Source: an optimization exercise on an open RTL-to-GDS flow (aim: small area and a short achievable clock period). Production flows keep margins and buffers that such runs may drop.
In this exercise RTL edits were held to simulation tests only and were not proved equivalent to the original.
Power figures rest on the tool's default switching activity, not on a simulated workload.

==> design.v <==
package rv_isa_pkg;
    localparam int XLEN = 64;
    localparam int REG_AW = 5;
    typedef enum logic [6:0] {
        OPC_OP     = 7'b0110011,
        OPC_OP_IMM = 7'b0010011,
        OPC_LOAD   = 7'b0000011,
        OPC_STORE  = 7'b0100011,
        OPC_BRANCH = 7'b1100011,
        OPC_JAL    = 7'b1101111
    } opcode_e;
    typedef enum logic [3:0] {
        ALU_ADD = 4'd0,
        ALU_SUB = 4'd1,
        ALU_AND = 4'd2,
        ALU_OR  = 4'd3,
        ALU_XOR = 4'd4,
        ALU_SLT = 4'd5,
        ALU_SLL = 4'd6,
        ALU_SRL = 4'd7
    } alu_op_e;
    typedef enum logic [1:0] {
        RES_ALU = 2'd0,
        RES_MEM = 2'd1,
        RES_PC4 = 2'd2
    } result_src_e;
    localparam logic [6:0] FUNC7_BASE = 7'b0000000;
    localparam logic [6:0] FUNC7_ALT  = 7'b0100000;
    localparam logic [2:0] FUNC3_DW   = 3'b011;
endpackage
package pipe_pkg;
    localparam int XLEN   = 64;
    localparam int REG_AW = 5;
    typedef struct packed {
        logic [3:0]              alu_op;       
        logic [1:0]              result_src;   
        logic                    alu_src;
        logic                    reg_we;
        logic                    mem_we;
        logic                    mem_access;
        logic                    branch;
        logic                    jump;
        logic                    branch_ne;
        logic                    load_instr;
    } ctrl_t;
    typedef struct packed {
        ctrl_t                           ctrl;
        logic [XLEN-1:0]     pc;
        logic [XLEN-1:0]     pc_plus4;
        logic [XLEN-1:0]     imm_ext;
        logic [XLEN-1:0]     rs1_data;
        logic [XLEN-1:0]     rs2_data;
        logic [REG_AW-1:0]   rs1_addr;
        logic [REG_AW-1:0]   rs2_addr;
        logic [REG_AW-1:0]   rd_addr;
        logic [2:0]                      func3;
    } id_ex_t;
    typedef struct packed {
        logic                            we;
        logic [REG_AW-1:0]   addr;
        logic [XLEN-1:0]     data;
    } wb_t;
    typedef struct packed {
        logic                            reg_we;
        logic [REG_AW-1:0]   rd_addr;
        logic [XLEN-1:0]     result;
        logic                            mem_we;
        logic                            mem_access;
        logic                            load_instr;
        logic [XLEN-1:0]     store_data;
    } ex_out_t;
endpackage
module instr_decoder (
    input  logic [31:0] i_instr,
    output logic        o_op_sub,
    output logic        o_op_and,
    output logic        o_op_or,
    output logic        o_op_xor,
    output logic        o_op_slt,
    output logic        o_op_sll,
    output logic        o_op_srl,
    output logic        o_alu_src,
    output logic        o_reg_we,
    output logic        o_mem_we,
    output logic        o_mem_access,
    output logic        o_load_instr,
    output logic        o_branch,
    output logic        o_branch_ne,
    output logic        o_jump,
    output logic [63:0] o_imm
);
    localparam logic [6:0] OPC_OP     = 7'b0110011;
    localparam logic [6:0] OPC_OP_IMM = 7'b0010011;
    localparam logic [6:0] OPC_LOAD   = 7'b0000011;
    localparam logic [6:0] OPC_STORE  = 7'b0100011;
    localparam logic [6:0] OPC_BRANCH = 7'b1100011;
    localparam logic [6:0] OPC_JAL    = 7'b1101111;
    logic [6:0] opcode, func7;
    logic [2:0] func3;
    logic       f7_base, f7_alt;
    assign opcode  = i_instr[6:0];
    assign func3   = i_instr[14:12];
    assign func7   = i_instr[31:25];
    assign f7_base = (func7 == 7'b0000000);
    assign f7_alt  = (func7 == 7'b0100000);
    always_comb begin
        o_op_sub = 1'b0; o_op_and = 1'b0; o_op_or = 1'b0; o_op_xor = 1'b0;
        o_op_slt = 1'b0; o_op_sll = 1'b0; o_op_srl = 1'b0;
        o_alu_src = 1'b0; o_reg_we = 1'b0; o_mem_we = 1'b0; o_mem_access = 1'b0;
        o_load_instr = 1'b0; o_branch = 1'b0; o_branch_ne = 1'b0; o_jump = 1'b0;
        case (opcode)
            OPC_OP: begin
                if (func3 != 3'b011 && (f7_base || (f7_alt && func3 == 3'b000))) begin
                    o_reg_we = 1'b1;
                    case (func3)
                        3'b000:  o_op_sub = f7_alt;
                        3'b111:  o_op_and = 1'b1;
                        3'b110:  o_op_or  = 1'b1;
                        3'b100:  o_op_xor = 1'b1;
                        3'b010:  o_op_slt = 1'b1;
                        3'b001:  o_op_sll = 1'b1;
                        default: o_op_srl = 1'b1;
                    endcase
                end
            end
            OPC_OP_IMM: begin
                if (func3 == 3'b000 || func3 == 3'b111 || func3 == 3'b110) begin
                    o_reg_we  = 1'b1;
                    o_alu_src = 1'b1;
                    o_op_and  = (func3 == 3'b111);
                    o_op_or   = (func3 == 3'b110);
                end
            end
            OPC_LOAD: begin
                if (func3 == 3'b011) begin
                    o_reg_we     = 1'b1;
                    o_alu_src    = 1'b1;
                    o_mem_access = 1'b1;
                    o_load_instr = 1'b1;
                end
            end
            OPC_STORE: begin
                if (func3 == 3'b011) begin
                    o_alu_src    = 1'b1;
                    o_mem_we     = 1'b1;
                    o_mem_access = 1'b1;
                end
            end
            OPC_BRANCH: begin
                if (func3 == 3'b000 || func3 == 3'b001) begin
                    o_branch    = 1'b1;
                    o_branch_ne = func3[0];
                end
            end
            OPC_JAL: begin
                o_reg_we = 1'b1;
                o_jump   = 1'b1;
            end
            default: ;
        endcase
    end
    always_comb begin
        case (opcode)
            OPC_OP_IMM,
            OPC_LOAD:   o_imm = {{52{i_instr[31]}}, i_instr[31:20]};
            OPC_STORE:  o_imm = {{52{i_instr[31]}}, i_instr[31:25], i_instr[11:7]};
            OPC_BRANCH: o_imm = {{51{i_instr[31]}}, i_instr[31], i_instr[7], i_instr[30:25],
                                 i_instr[11:8], 1'b0};
            OPC_JAL:    o_imm = {{43{i_instr[31]}}, i_instr[31], i_instr[19:12], i_instr[20],
                                 i_instr[30:21], 1'b0};
            default:    o_imm = '0;
        endcase
    end
endmodule
module reg_file (
    input  logic [4:0]       i_addr,
    input  logic [31:1]      i_valid,
    input  logic [31*64-1:0] i_q,
    input  logic             i_wb_we,
    input  logic [4:0]       i_wb_addr,
    input  logic [63:0]      i_wb_data,
    output logic [63:0]      o_data
);
    logic [31:1] sel;
    logic        bypass;
    logic [63:0] stored;
    always_comb begin
        for (int r = 1; r < 32; r++) begin
            sel[r] = (i_addr == 5'(r)) && i_valid[r];
        end
        stored = '0;
        for (int r = 1; r < 32; r++) begin
            stored = stored | ({64{sel[r]}} & i_q[(r-1)*64 +: 64]);
        end
    end
    assign bypass = i_wb_we && (i_wb_addr == i_addr) && (i_addr != 5'd0);
    assign o_data = bypass ? i_wb_data : stored;
endmodule
module hazard_unit #(
    parameter int BW = 8,
    parameter int NB = 64 / BW
) (
    input  logic [63:0]    i_res0,
    input  logic [63:BW]   i_res1,
    input  logic [NB-2:0]  i_g,
    input  logic [NB-2:1]  i_p,
    input  logic           i_slt0,
    input  logic           i_slt1,
    output logic [63:0]    o_result
);
    logic [NB-1:1] carry;
    always_comb begin
        logic [NB-1:0] gg, pp, ng, np;
        gg = {1'b0, i_g};
        pp = {1'b0, i_p, 1'b0};
        for (int d = 1; d < NB; d = d * 2) begin
            ng = gg;
            np = pp;
            for (int i = d; i < NB; i++) begin
                ng[i] = gg[i] | (pp[i] & gg[i-d]);
                np[i] = pp[i] & pp[i-d];
            end
            gg = ng;
            pp = np;
        end
        carry = gg[NB-2:0];
    end
    always_comb begin
        o_result[BW-1:0] = i_res0[BW-1:0];
        for (int j = 1; j < NB; j++) begin
            o_result[j*BW +: BW] = carry[j] ? i_res1[j*BW +: BW] : i_res0[j*BW +: BW];
        end
        o_result[0] = i_res0[0] | (carry[NB-1] ? i_slt1 : i_slt0);
    end
endmodule
module alu_exec #(
    parameter int BW = 8,
    parameter int NB = 64 / BW
) (
    input  logic [63:0]   i_a,
    input  logic [63:0]   i_b,
    input  logic [63:0]   i_pc_plus4,
    input  logic          i_op_sub,
    input  logic          i_op_and,
    input  logic          i_op_or,
    input  logic          i_op_xor,
    input  logic          i_op_slt,
    input  logic          i_op_sll,
    input  logic          i_op_srl,
    input  logic          i_jump,
    output logic [63:0]   o_res0,
    output logic [63:0]   o_res1,
    output logic [NB-1:0] o_blk_g,
    output logic [NB-1:0] o_blk_p,
    output logic          o_slt0,
    output logic          o_slt1
);
    logic [63:0] add_b, shl, shr, other, sum0, sum1;
    logic        subtract, is_add, sgn_diff;
    assign subtract = i_op_sub | i_op_slt;
    assign add_b    = subtract ? ~i_b : i_b;
    assign is_add   = !(i_op_and | i_op_or | i_op_xor | i_op_slt | i_op_sll | i_op_srl | i_jump);
    assign sgn_diff = i_a[63] ^ i_b[63];
    assign shl      = i_a << i_b[5:0];
    assign shr      = i_a >> i_b[5:0];
    assign other = ({64{i_op_and}} & (i_a & i_b))
                 | ({64{i_op_or}}  & (i_a | i_b))
                 | ({64{i_op_xor}} & (i_a ^ i_b))
                 | ({64{i_op_sll}} & shl)
                 | ({64{i_op_srl}} & shr)
                 | ({64{i_jump}}   & i_pc_plus4);
    always_comb begin
        for (int j = 0; j < NB; j++) begin
            logic [BW-1:0] p, g, pp, gg, np, ng;
            p = i_a[j*BW +: BW] ^ add_b[j*BW +: BW];
            g = i_a[j*BW +: BW] & add_b[j*BW +: BW];
            if (j == 0) begin
                g[0] = g[0] | (p[0] & subtract);
                p[0] = p[0] & !subtract;
            end
            pp = p;
            gg = g;
            for (int d = 1; d < BW; d = d * 2) begin
                np = pp;
                ng = gg;
                for (int i = d; i < BW; i++) begin
                    ng[i] = gg[i] | (pp[i] & gg[i-d]);
                    np[i] = pp[i] & pp[i-d];
                end
                pp = np;
                gg = ng;
            end
            sum0[j*BW +: BW] = (i_a[j*BW +: BW] ^ add_b[j*BW +: BW])
                             ^ {gg[BW-2:0], (j == 0) ? subtract : 1'b0};
            sum1[j*BW +: BW] = (i_a[j*BW +: BW] ^ add_b[j*BW +: BW])
                             ^ ({gg[BW-2:0], 1'b0} | {pp[BW-2:0], 1'b1});
            o_blk_g[j] = gg[BW-1];
            o_blk_p[j] = pp[BW-1];
        end
    end
    assign o_res0 = is_add ? sum0 : other;
    assign o_res1 = is_add ? sum1 : other;
    assign o_slt0 = i_op_slt & (sgn_diff ? i_a[63] : sum0[63]);
    assign o_slt1 = i_op_slt & (sgn_diff ? i_a[63] : sum1[63]);
endmodule
module decode_exec (
    input  logic        i_clk,
    input  logic        i_arst,
    input  logic [31:0] i_instr,
    input  logic [63:0] i_pc,
    input  logic        i_wb_we,
    input  logic [4:0]  i_wb_addr,
    input  logic [63:0] i_wb_data,
    output logic        o_stall_fetch,
    output logic        o_branch_taken,
    output logic [63:0] o_pc_target,
    output logic        o_ex_reg_we,
    output logic [4:0]  o_ex_rd_addr,
    output logic [63:0] o_ex_result,
    output logic        o_ex_mem_we,
    output logic        o_ex_mem_access,
    output logic        o_ex_load_instr,
    output logic [63:0] o_ex_store_data
);
    localparam int BW = 8;
    localparam int NB = 64 / BW;
    logic [31*64-1:0] rf_q;
    logic [31:1]      rf_v;
    logic [31:1]      wr_sel;
    always_comb begin
        for (int r = 1; r < 32; r++) begin
            wr_sel[r] = i_wb_we && (i_wb_addr == 5'(r));
        end
    end
    always_ff @(posedge i_clk, posedge i_arst) begin
        if (i_arst) begin
            rf_v <= '0;
        end else begin
            rf_v <= rf_v | wr_sel;
        end
    end
    for (genvar r = 1; r < 32; r++) begin : g_rf
        always_ff @(posedge i_clk) begin
            if (wr_sel[r]) begin
                rf_q[(r-1)*64 +: 64] <= i_wb_data;
            end
        end
    end
    logic [4:0]  rs1, rs2, rd;
    logic [63:0] rs1_val, rs2_val;
    assign rs1 = i_instr[19:15];
    assign rs2 = i_instr[24:20];
    assign rd  = i_instr[11:7];
    reg_file u_rs1 (
        .i_addr    (rs1),
        .i_valid   (rf_v),
        .i_q       (rf_q),
        .i_wb_we   (i_wb_we),
        .i_wb_addr (i_wb_addr),
        .i_wb_data (i_wb_data),
        .o_data    (rs1_val)
    );
    reg_file u_rs2 (
        .i_addr    (rs2),
        .i_valid   (rf_v),
        .i_q       (rf_q),
        .i_wb_we   (i_wb_we),
        .i_wb_addr (i_wb_addr),
        .i_wb_data (i_wb_data),
        .o_data    (rs2_val)
    );
    logic        op_sub, op_and, op_or, op_xor, op_slt, op_sll, op_srl;
    logic        alu_src, reg_we, mem_we, mem_access, load_instr, branch, branch_ne, jump;
    logic [63:0] imm;
    instr_decoder u_decoder (
        .i_instr      (i_instr),
        .o_op_sub     (op_sub),
        .o_op_and     (op_and),
        .o_op_or      (op_or),
        .o_op_xor     (op_xor),
        .o_op_slt     (op_slt),
        .o_op_sll     (op_sll),
        .o_op_srl     (op_srl),
        .o_alu_src    (alu_src),
        .o_reg_we     (reg_we),
        .o_mem_we     (mem_we),
        .o_mem_access (mem_access),
        .o_load_instr (load_instr),
        .o_branch     (branch),
        .o_branch_ne  (branch_ne),
        .o_jump       (jump),
        .o_imm        (imm)
    );
    logic [63:0]   op_b, pc_plus4, res0, res1, target;
    logic [NB-1:0] blk_g, blk_p;
    logic          slt0, slt1, taken;
    assign op_b     = alu_src ? imm : rs2_val;
    assign pc_plus4 = i_pc + 64'd4;
    assign target   = i_pc + imm;
    assign taken    = jump | (branch & ((rs1_val == rs2_val) ^ branch_ne));
    alu_exec #(.BW(BW)) u_alu (
        .i_a        (rs1_val),
        .i_b        (op_b),
        .i_pc_plus4 (pc_plus4),
        .i_op_sub   (op_sub),
        .i_op_and   (op_and),
        .i_op_or    (op_or),
        .i_op_xor   (op_xor),
        .i_op_slt   (op_slt),
        .i_op_sll   (op_sll),
        .i_op_srl   (op_srl),
        .i_jump     (jump),
        .o_res0     (res0),
        .o_res1     (res1),
        .o_blk_g    (blk_g),
        .o_blk_p    (blk_p),
        .o_slt0     (slt0),
        .o_slt1     (slt1)
    );
    logic [4:0]    ex_rd;
    logic          ex_ld_nz;
    logic [63:0]   ex_res0;
    logic [63:BW]  ex_res1;
    logic [NB-2:0] ex_g;
    logic [NB-2:1] ex_p;
    logic          ex_slt0, ex_slt1;
    logic          load_use, flush;
    assign load_use = ex_ld_nz && ((ex_rd == rs1) || (ex_rd == rs2));
    assign flush    = load_use || o_branch_taken;
    always_ff @(posedge i_clk, posedge i_arst) begin
        if (i_arst) begin
            o_branch_taken  <= 1'b0;
            o_pc_target     <= '0;
            o_ex_reg_we     <= 1'b0;
            ex_rd           <= '0;
            ex_res0         <= '0;
            ex_res1         <= '0;
            ex_g            <= '0;
            ex_p            <= '0;
            ex_slt0         <= 1'b0;
            ex_slt1         <= 1'b0;
            o_ex_mem_we     <= 1'b0;
            o_ex_mem_access <= 1'b0;
            o_ex_load_instr <= 1'b0;
            ex_ld_nz        <= 1'b0;
            o_ex_store_data <= '0;
        end else if (flush) begin
            o_branch_taken  <= 1'b0;
            o_pc_target     <= '0;
            o_ex_reg_we     <= 1'b0;
            ex_rd           <= '0;
            ex_res0         <= '0;
            ex_res1         <= '0;
            ex_g            <= '0;
            ex_p            <= '0;
            ex_slt0         <= 1'b0;
            ex_slt1         <= 1'b0;
            o_ex_mem_we     <= 1'b0;
            o_ex_mem_access <= 1'b0;
            o_ex_load_instr <= 1'b0;
            ex_ld_nz        <= 1'b0;
            o_ex_store_data <= '0;
        end else begin
            o_branch_taken  <= taken;
            o_pc_target     <= target;
            o_ex_reg_we     <= reg_we;
            ex_rd           <= rd;
            ex_res0         <= res0;
            ex_res1         <= res1[63:BW];
            ex_g            <= blk_g[NB-2:0];
            ex_p            <= blk_p[NB-2:1];
            ex_slt0         <= slt0;
            ex_slt1         <= slt1;
            o_ex_mem_we     <= mem_we;
            o_ex_mem_access <= mem_access;
            o_ex_load_instr <= load_instr;
            ex_ld_nz        <= load_instr && (rd != 5'd0);
            o_ex_store_data <= rs2_val;
        end
    end
    hazard_unit #(.BW(BW)) u_ex (
        .i_res0   (ex_res0),
        .i_res1   (ex_res1),
        .i_g      (ex_g),
        .i_p      (ex_p),
        .i_slt0   (ex_slt0),
        .i_slt1   (ex_slt1),
        .o_result (o_ex_result)
    );
    assign o_stall_fetch = load_use;
    assign o_ex_rd_addr  = ex_rd;
endmodule
==> run.sh <==
#!/bin/bash
# synth_recipe.tcl (not shown) runs the flow's synth.tcl, then flattens the netlist and writes it again
# the make line also repeats each setting of config.mk as NAME=value (left out here)
make -C /OpenROAD-flow-scripts/flow DESIGN_CONFIG=/design/flow/config.mk WORK_HOME=/design/flow/orfs CLKGATE_MAP_FILE= SYNTH_SCRIPT=/design/flow/synth_recipe.tcl finish
==> config.mk <==
export PLATFORM = sky130hd
export DESIGN_NAME = decode_exec
export DESIGN_NICKNAME = decode_exec
export VERILOG_FILES = /design/flow/design.v
export SDC_FILE = /design/flow/constraint.sdc
export NUM_CORES = 4
export LEC_CHECK = 0
export CAP_MARGIN = 20
export CORE_MARGIN = 2
export CORE_UTILIZATION = 55
export PLACE_DENSITY = 0.68
export SETUP_SLACK_MARGIN = 3.5
export SLEW_MARGIN = 20
export SYNTH_HIERARCHICAL = 1
export SYNTH_MINIMUM_KEEP_SIZE = 0
==> constraint.sdc <==
create_clock -name core_clock -period 8.5 [get_ports {i_clk}]
set_input_delay 1.7000 -clock core_clock [delete_from_list [all_inputs] [get_ports {i_clk}]]
set_output_delay 1.7000 -clock core_clock [all_outputs]
set_load 0.01 [all_outputs]
==> metrics.yaml, run 1 <==
clocking:
  cts_buffers: 223
  cts_buffer_depth: 3
  cts-root-buf: "clkbuf_16"
  htreeDepth: 4
  clkSinkCount: 2289
grt:
  grt_max_degree: 169
  gr-usage-all-layers: 0.759
  grt_pass1_vias: 128000
  grt_overflow: 135
  grt_first_pass_wirelength_mm: 1160
floorplanning:
  start_util: 0.554
  pin_count: 371
  rows: 171
  die_w_um: 472
  dieHeight_um: 472
placement:
  io_buffers: 370
  gp_congestion: 1.18
  dp_hpwl_mm: 439
status:
  haltStage: "5_1_grt"
  error: "[ERROR GRT-0116] Global routing finished with congestion. Check the congestion regions in the DRC Viewer."
  outcome: "aborted with a tool error"
logic_synthesis:
  syn_area_per_cell_um2: 12.8
  syn_area_um2: 121000
  synth_nets: 9865
  synthCells: 9423
  yosys_warnings: 11
-- stage by stage --
| step | total power [W] | utilization | setup WS (ns) | std cells | cell area (um2) |
|---|---|---|---|---|---|
| floorplan | 0.0174 | - | 2.74 | 9423 | 122000 |
| global placement | 0.0219 | 0.609 | 0.00919 | 12600 | 132000 |
| detailed placement | 0.0219 | 0.609 | 0.228 | 12600 | 132000 |
| CTS | 0.0342 | 0.722 | 3.19 | 14000 | 157000 |
-- worst max path at each step --
stage | from | to | slack, ns | cells after the start
floorplan | i_arst | ex_g[0]$_DFF_PP0_ | 2.74 | 1
global placement | i_instr[17] | ex_res0[3]$_DFF_PP0_ | 0.009 | 16
detailed placement | i_instr[24] | ex_res0[51]$_DFF_PP0_ | 0.23 | 19
CTS | i_instr[16] | ex_res0[26]$_DFF_PP0_ | 3.19 | 15
-- power groups by stage --
stage	logic, W	registers [W]	clock network [W]
4_1_cts	0.0108	0.0131	0.0103
3_5_place_dp	0.00871	0.0132	0
3_3_place_gp	0.00871	0.0132	0
2_1_floorplan	0.00421	0.0132	0
-- repair_timing --
| action | 4_1_cts |
|---|---|
| setup buffers | 839 |
| setup endpoints to repair | 210 |
| gates cloned | 86 |
| hold buffers | 0 |
| gates resized for setup | 1593 |
| pin swaps | 387 |
-- metal layers --
layer / global-route usage / overflow
met1: 0.763 / 2
met2: 0.904 / 71
met3: 0.626 / 4
met4: 0.725 / 58
met5: 0.438 / 0
==> inputs of run 2 (changes only) <==
--- a/design.v
+++ b/design.v
@@ -240,4 +240,5 @@
     input  logic [63:0]   i_a,
     input  logic [63:0]   i_b,
+    input  logic [5:0]    i_shamt,
     input  logic [63:0]   i_pc_plus4,
     input  logic          i_op_sub,
@@ -249,4 +250,5 @@
     input  logic          i_op_srl,
     input  logic          i_jump,
+    input  logic          i_kill,
     output logic [63:0]   o_res0,
     output logic [63:0]   o_res1,
@@ -257,17 +259,25 @@
 );
     logic [63:0] add_b, shl, shr, other, sum0, sum1;
-    logic        subtract, is_add, sgn_diff;
+    logic        subtract, is_add, sgn_diff, k_and, k_or, k_xor, k_sll, k_srl, k_jump, k_slt;
+    assign k_and    = i_op_and & !i_kill;
+    assign k_or     = i_op_or  & !i_kill;
+    assign k_xor    = i_op_xor & !i_kill;
+    assign k_sll    = i_op_sll & !i_kill;
+    assign k_srl    = i_op_srl & !i_kill;
+    assign k_jump   = i_jump   & !i_kill;
+    assign k_slt    = i_op_slt & !i_kill;
     assign subtract = i_op_sub | i_op_slt;
     assign add_b    = subtract ? ~i_b : i_b;
-    assign is_add   = !(i_op_and | i_op_or | i_op_xor | i_op_slt | i_op_sll | i_op_srl | i_jump);
+    assign is_add   = !(i_op_and | i_op_or | i_op_xor | i_op_slt | i_op_sll | i_op_srl | i_jump
+                        | i_kill);
     assign sgn_diff = i_a[63] ^ i_b[63];
-    assign shl      = i_a << i_b[5:0];
-    assign shr      = i_a >> i_b[5:0];
-    assign other = ({64{i_op_and}} & (i_a & i_b))
-                 | ({64{i_op_or}}  & (i_a | i_b))
-                 | ({64{i_op_xor}} & (i_a ^ i_b))
-                 | ({64{i_op_sll}} & shl)
-                 | ({64{i_op_srl}} & shr)
-                 | ({64{i_jump}}   & i_pc_plus4);
+    assign shl = i_a << i_shamt;
+    assign shr = i_a >> i_shamt;
+    assign other = ({64{k_and}} & (i_a & i_b))
+                 | ({64{k_or}}  & (i_a | i_b))
+                 | ({64{k_xor}} & (i_a ^ i_b))
+                 | ({64{k_sll}} & shl)
+                 | ({64{k_srl}} & shr)
+                 | ({64{k_jump}} & i_pc_plus4);
     always_comb begin
         for (int j = 0; j < NB; j++) begin
@@ -295,5 +305,5 @@
             sum1[j*BW +: BW] = (i_a[j*BW +: BW] ^ add_b[j*BW +: BW])
                              ^ ({gg[BW-2:0], 1'b0} | {pp[BW-2:0], 1'b1});
-            o_blk_g[j] = gg[BW-1];
+            o_blk_g[j] = gg[BW-1] & !i_kill;
             o_blk_p[j] = pp[BW-1];
         end
@@ -301,6 +311,30 @@
     assign o_res0 = is_add ? sum0 : other;
     assign o_res1 = is_add ? sum1 : other;
-    assign o_slt0 = i_op_slt & (sgn_diff ? i_a[63] : sum0[63]);
-    assign o_slt1 = i_op_slt & (sgn_diff ? i_a[63] : sum1[63]);
+    assign o_slt0 = k_slt & (sgn_diff ? i_a[63] : sum0[63]);
+    assign o_slt1 = k_slt & (sgn_diff ? i_a[63] : sum1[63]);
+endmodule
+module pc_adders (
+    input  logic [63:0] i_pc,
+    input  logic [20:0] i_imm,
+    output logic [63:0] o_target,
+    output logic [63:0] o_pc_plus4
+);
+    logic [21:0] low;
+    logic [19:0] low4;
+    logic [42:0] hi, hi_inc, hi_dec;
+    assign hi     = i_pc[63:21];
+    assign hi_inc = hi + 43'd1;
+    assign hi_dec = hi - 43'd1;
+    assign low    = {1'b0, i_pc[20:0]} + {1'b0, i_imm};
+    assign low4   = {1'b0, i_pc[20:2]} + 20'd1;
+    always_comb begin
+        case ({i_imm[20], low[21]})
+            2'b01:   o_target[63:21] = hi_inc;
+            2'b10:   o_target[63:21] = hi_dec;
+            default: o_target[63:21] = hi;
+        endcase
+        o_target[20:0] = low[20:0];
+    end
+    assign o_pc_plus4 = {low4[19] ? hi_inc : hi, low4[18:0], i_pc[1:0]};
 endmodule
 module decode_exec (
@@ -323,5 +357,5 @@
     output logic [63:0] o_ex_store_data
 );
-    localparam int BW = 8;
+    localparam int BW = 4;
     localparam int NB = 64 / BW;
     logic [31*64-1:0] rf_q;
@@ -392,14 +426,20 @@
         .o_imm        (imm)
     );
+    logic          load_use, flush;
     logic [63:0]   op_b, pc_plus4, res0, res1, target;
     logic [NB-1:0] blk_g, blk_p;
     logic          slt0, slt1, taken;
     assign op_b     = alu_src ? imm : rs2_val;
-    assign pc_plus4 = i_pc + 64'd4;
-    assign target   = i_pc + imm;
+    pc_adders u_pc (
+        .i_pc       (i_pc),
+        .i_imm      (imm[20:0]),
+        .o_target   (target),
+        .o_pc_plus4 (pc_plus4)
+    );
     assign taken    = jump | (branch & ((rs1_val == rs2_val) ^ branch_ne));
     alu_exec #(.BW(BW)) u_alu (
         .i_a        (rs1_val),
         .i_b        (op_b),
+        .i_shamt    (rs2_val[5:0]),
         .i_pc_plus4 (pc_plus4),
         .i_op_sub   (op_sub),
@@ -411,4 +451,5 @@
         .i_op_srl   (op_srl),
         .i_jump     (jump),
+        .i_kill     (flush),
         .o_res0     (res0),
         .o_res1     (res1),
@@ -425,19 +466,29 @@
     logic [NB-2:1] ex_p;
     logic          ex_slt0, ex_slt1;
-    logic          load_use, flush;
     assign load_use = ex_ld_nz && ((ex_rd == rs1) || (ex_rd == rs2));
     assign flush    = load_use || o_branch_taken;
     always_ff @(posedge i_clk, posedge i_arst) begin
         if (i_arst) begin
+            ex_res0 <= '0;
+            ex_res1 <= '0;
+            ex_g    <= '0;
+            ex_p    <= '0;
+            ex_slt0 <= 1'b0;
+            ex_slt1 <= 1'b0;
+        end else begin
+            ex_res0 <= res0;
+            ex_res1 <= res1[63:BW];
+            ex_g    <= blk_g[NB-2:0];
+            ex_p    <= blk_p[NB-2:1];
+            ex_slt0 <= slt0;
+            ex_slt1 <= slt1;
+        end
+    end
+    always_ff @(posedge i_clk, posedge i_arst) begin
+        if (i_arst) begin
             o_branch_taken  <= 1'b0;
             o_pc_target     <= '0;
             o_ex_reg_we     <= 1'b0;
             ex_rd           <= '0;
-            ex_res0         <= '0;
-            ex_res1         <= '0;
-            ex_g            <= '0;
-            ex_p            <= '0;
-            ex_slt0         <= 1'b0;
-            ex_slt1         <= 1'b0;
             o_ex_mem_we     <= 1'b0;
             o_ex_mem_access <= 1'b0;
@@ -450,10 +501,4 @@
             o_ex_reg_we     <= 1'b0;
             ex_rd           <= '0;
-            ex_res0         <= '0;
-            ex_res1         <= '0;
-            ex_g            <= '0;
-            ex_p            <= '0;
-            ex_slt0         <= 1'b0;
-            ex_slt1         <= 1'b0;
             o_ex_mem_we     <= 1'b0;
             o_ex_mem_access <= 1'b0;
@@ -466,10 +511,4 @@
             o_ex_reg_we     <= reg_we;
             ex_rd           <= rd;
-            ex_res0         <= res0;
-            ex_res1         <= res1[63:BW];
-            ex_g            <= blk_g[NB-2:0];
-            ex_p            <= blk_p[NB-2:1];
-            ex_slt0         <= slt0;
-            ex_slt1         <= slt1;
             o_ex_mem_we     <= mem_we;
             o_ex_mem_access <= mem_access;
--- a/config.mk
+++ b/config.mk
@@ -8,5 +8,5 @@
 export CAP_MARGIN = 20
 export CORE_MARGIN = 2
-export CORE_UTILIZATION = 55
+export CORE_UTILIZATION = 58
 export PLACE_DENSITY = 0.68
 export SETUP_SLACK_MARGIN = 3.5
==> run 2 against run 1 <==
Compared with the run above:
- the run again fails in 5_1_grt
- synthesized cell count is 2.0% lower
- synthesized area decreased by 0.76%
==> metrics.yaml, run 2 <==
grt:
  grt_max_degree: 129
  gr-usage-all-layers: 0.783
  grt_overflow: 79
floorplanning:
  start_util: 0.584
  rows: 166
  pin_count: 371
  die_w_um: 458
  dieHeight_um: 458
logic_synthesis:
  synthCells: 9233
  synth_nets: 9650
  syn_area_per_cell_um2: 13.0
  syn_area_um2: 120000
  yosys_warnings: 12
clocking:
  cts_buffers: 227
  cts_buffer_depth: 3
  htreeDepth: 4
  cts-root-buf: "clkbuf_16"
  clkSinkCount: 2309
status:
  error: "[ERROR GRT-0232] Routing congestion too high. Check the congestion heatmap in the GUI."
  haltStage: "5_1_grt"
  outcome: "aborted with a tool error"
placement:
  gp_congestion: 1.12
  io_buffers: 370
  place_ws_ns: 0.639
  placed_area_um2: 130000
  dp_hpwl_mm: 414
  place_inst: 12200
[run 2: per-layer routing]
| metal | overflow | track usage |
|---|---|---|
| met1 | 8 | 0.787 |
| met2 | 29 | 0.910 |
| met3 | 11 | 0.666 |
| met4 | 30 | 0.756 |
| met5 | 1 | 0.506 |
[run 2: power groups by stage]
| stage | Sequential, W | Clock (W) | Combinational (W) |
|---|---|---|---|
| after floorplan | 0.0132 | 0 | 0.00384 |
| after global placement | 0.0133 | 0 | 0.00770 |
| after detailed placement | 0.0133 | 0 | 0.00771 |
| after CTS | 0.0132 | 0.0102 | 0.00896 |
[run 2: worst max path at each step]
stage	from	depth (start not counted)	endpoint	slack, ns
global placement	i_instr[17]	17	ex_res0[44]$_DFF_PP0_	0.19
CTS	i_instr[22]	19	ex_res1[38]$_DFF_PP0_	3.34
floorplan	i_arst	1	ex_g[0]$_DFF_PP0_	2.46
detailed placement	i_instr[22]	15	ex_res0[54]$_DFF_PP0_	0.64
[run 2: timing repair]
action / in CTS
hold buffers: 0
pin swaps: 284
resized for setup: 1047
buffers inserted: 636
endpoints found under the setup margin: 243
gates cloned: 72
[run 2: per-stage QoR]
step / total power (W) / util
after floorplan: 0.0171 / -
after global placement: 0.0210 / 0.637
after detailed placement: 0.0210 / 0.637
after CTS: 0.0323 / 0.733
==> inputs of run 3 (changes only) <==
--- a/design.v
+++ b/design.v
@@ -258,5 +258,5 @@
     output logic          o_slt1
 );
-    logic [63:0] add_b, shl, shr, other, sum0, sum1;
+    logic [63:0] add_b, shl, shr, other, sum0, sum1, p_all, g_all;
     logic        subtract, is_add, sgn_diff, k_and, k_or, k_xor, k_sll, k_srl, k_jump, k_slt;
     assign k_and    = i_op_and & !i_kill;
@@ -274,7 +274,9 @@
     assign shl = i_a << i_shamt;
     assign shr = i_a >> i_shamt;
-    assign other = ({64{k_and}} & (i_a & i_b))
-                 | ({64{k_or}}  & (i_a | i_b))
-                 | ({64{k_xor}} & (i_a ^ i_b))
+    assign p_all = i_a ^ add_b;
+    assign g_all = i_a & add_b;
+    assign other = ({64{k_and}} & g_all)
+                 | ({64{k_or}}  & (p_all | g_all))
+                 | ({64{k_xor}} & p_all)
                  | ({64{k_sll}} & shl)
                  | ({64{k_srl}} & shr)
@@ -283,6 +285,6 @@
         for (int j = 0; j < NB; j++) begin
             logic [BW-1:0] p, g, pp, gg, np, ng;
-            p = i_a[j*BW +: BW] ^ add_b[j*BW +: BW];
-            g = i_a[j*BW +: BW] & add_b[j*BW +: BW];
+            p = p_all[j*BW +: BW];
+            g = g_all[j*BW +: BW];
             if (j == 0) begin
                 g[0] = g[0] | (p[0] & subtract);
@@ -301,8 +303,6 @@
                 gg = ng;
             end
-            sum0[j*BW +: BW] = (i_a[j*BW +: BW] ^ add_b[j*BW +: BW])
-                             ^ {gg[BW-2:0], (j == 0) ? subtract : 1'b0};
-            sum1[j*BW +: BW] = (i_a[j*BW +: BW] ^ add_b[j*BW +: BW])
-                             ^ ({gg[BW-2:0], 1'b0} | {pp[BW-2:0], 1'b1});
+            sum0[j*BW +: BW] = p_all[j*BW +: BW] ^ {gg[BW-2:0], (j == 0) ? subtract : 1'b0};
+            sum1[j*BW +: BW] = p_all[j*BW +: BW] ^ ({gg[BW-2:0], 1'b0} | {pp[BW-2:0], 1'b1});
             o_blk_g[j] = gg[BW-1] & !i_kill;
             o_blk_p[j] = pp[BW-1];
--- a/config.mk
+++ b/config.mk
@@ -8,7 +8,7 @@
 export CAP_MARGIN = 20
 export CORE_MARGIN = 2
-export CORE_UTILIZATION = 58
-export PLACE_DENSITY = 0.68
-export SETUP_SLACK_MARGIN = 3.5
+export CORE_UTILIZATION = 55
+export PLACE_DENSITY = 0.66
+export SETUP_SLACK_MARGIN = 3.4
 export SLEW_MARGIN = 20
 export SYNTH_HIERARCHICAL = 1
==> run 3 against run 2 <==
Compared with the run above:
- the run again fails in 5_1_grt
- synthesized cell count shrank 1.2%
- synthesized area fell by 0.80%
==> metrics.yaml, run 3 <==
placement:
  dp_hpwl_mm: 428
  place_ws_ns: 0.145
  io_buffers: 370
  place_inst: 12300
  gp_congestion: 1.10
logic_synthesis:
  syn_area_um2: 119000
  synth_nets: 9457
  syn_area_per_cell_um2: 13.0
  yosys_warnings: 12
  synthCells: 9118
floorplanning:
  rows: 170
  pin_count: 371
  dieHeight_um: 468
  start_util: 0.553
  die_w_um: 468
grt:
  grt_max_degree: 168
  grt_overflow: 1
  gr-usage-all-layers: 0.738
status:
  haltStage: "5_1_grt"
  outcome: "aborted with a tool error"
  error: "[ERROR GRT-0232] Routing congestion too high. Check the congestion heatmap in the GUI."
clocking:
  cts_buffer_depth: 3
  htreeDepth: 4
  cts_buffers: 227
  cts-root-buf: "clkbuf_16"
  clkSinkCount: 2309
  hold_buffers: 0
==> run 3: routing by layer <==
| metal | global-route usage | overflow |
|---|---|---|
| met2 | 0.876 | 0 |
| met5 | 0.382 | 0 |
| met4 | 0.718 | 1 |
| met3 | 0.597 | 0 |
| met1 | 0.751 | 0 |
==> run 3: repair_timing <==
item                       4_1_cts
setup buffers                  619
resized for setup             1090
setup endpoints to repair      238
pin swaps                      303
cloned                          70
==> run 3: how the worst min path moves through the flow <==
| stage | slack [ns] | end | cells past startpoint | from |
|---|---|---|---|---|
| after global placement | 0.52 | rf_v[28]$_DFF_PP0_ | 1 | rf_v[28]$_DFF_PP0_ |
| after CTS | 0.54 | rf_v[28]$_DFF_PP0_ | 1 | rf_v[28]$_DFF_PP0_ |
| after detailed placement | 0.49 | rf_v[5]$_DFF_PP0_ | 1 | rf_v[5]$_DFF_PP0_ |
| after floorplan | 0.45 | rf_v[11]$_DFF_PP0_ | 1 | rf_v[11]$_DFF_PP0_ |
==> run 3: per-stage QoR <==
| stage | area [um2] | total power [W] | hold WS [ns] | utilization |
|---|---|---|---|---|
| 2_1_floorplan | 120000 | 0.0170 | 0.446 | - |
| 3_3_place_gp | 130000 | 0.0210 | 0.516 | 0.606 |
| 3_5_place_dp | 130000 | 0.0210 | 0.494 | 0.606 |
| 4_1_cts | 150000 | 0.0327 | 0.539 | 0.698 |
==> run 3: power groups by stage <==
stage          sequential, W  combinational, W  clock (W)
2_1_floorplan         0.0132           0.00375          0
3_3_place_gp          0.0133           0.00769          0
4_1_cts               0.0132           0.00920     0.0103
3_5_place_dp          0.0133           0.00768          0
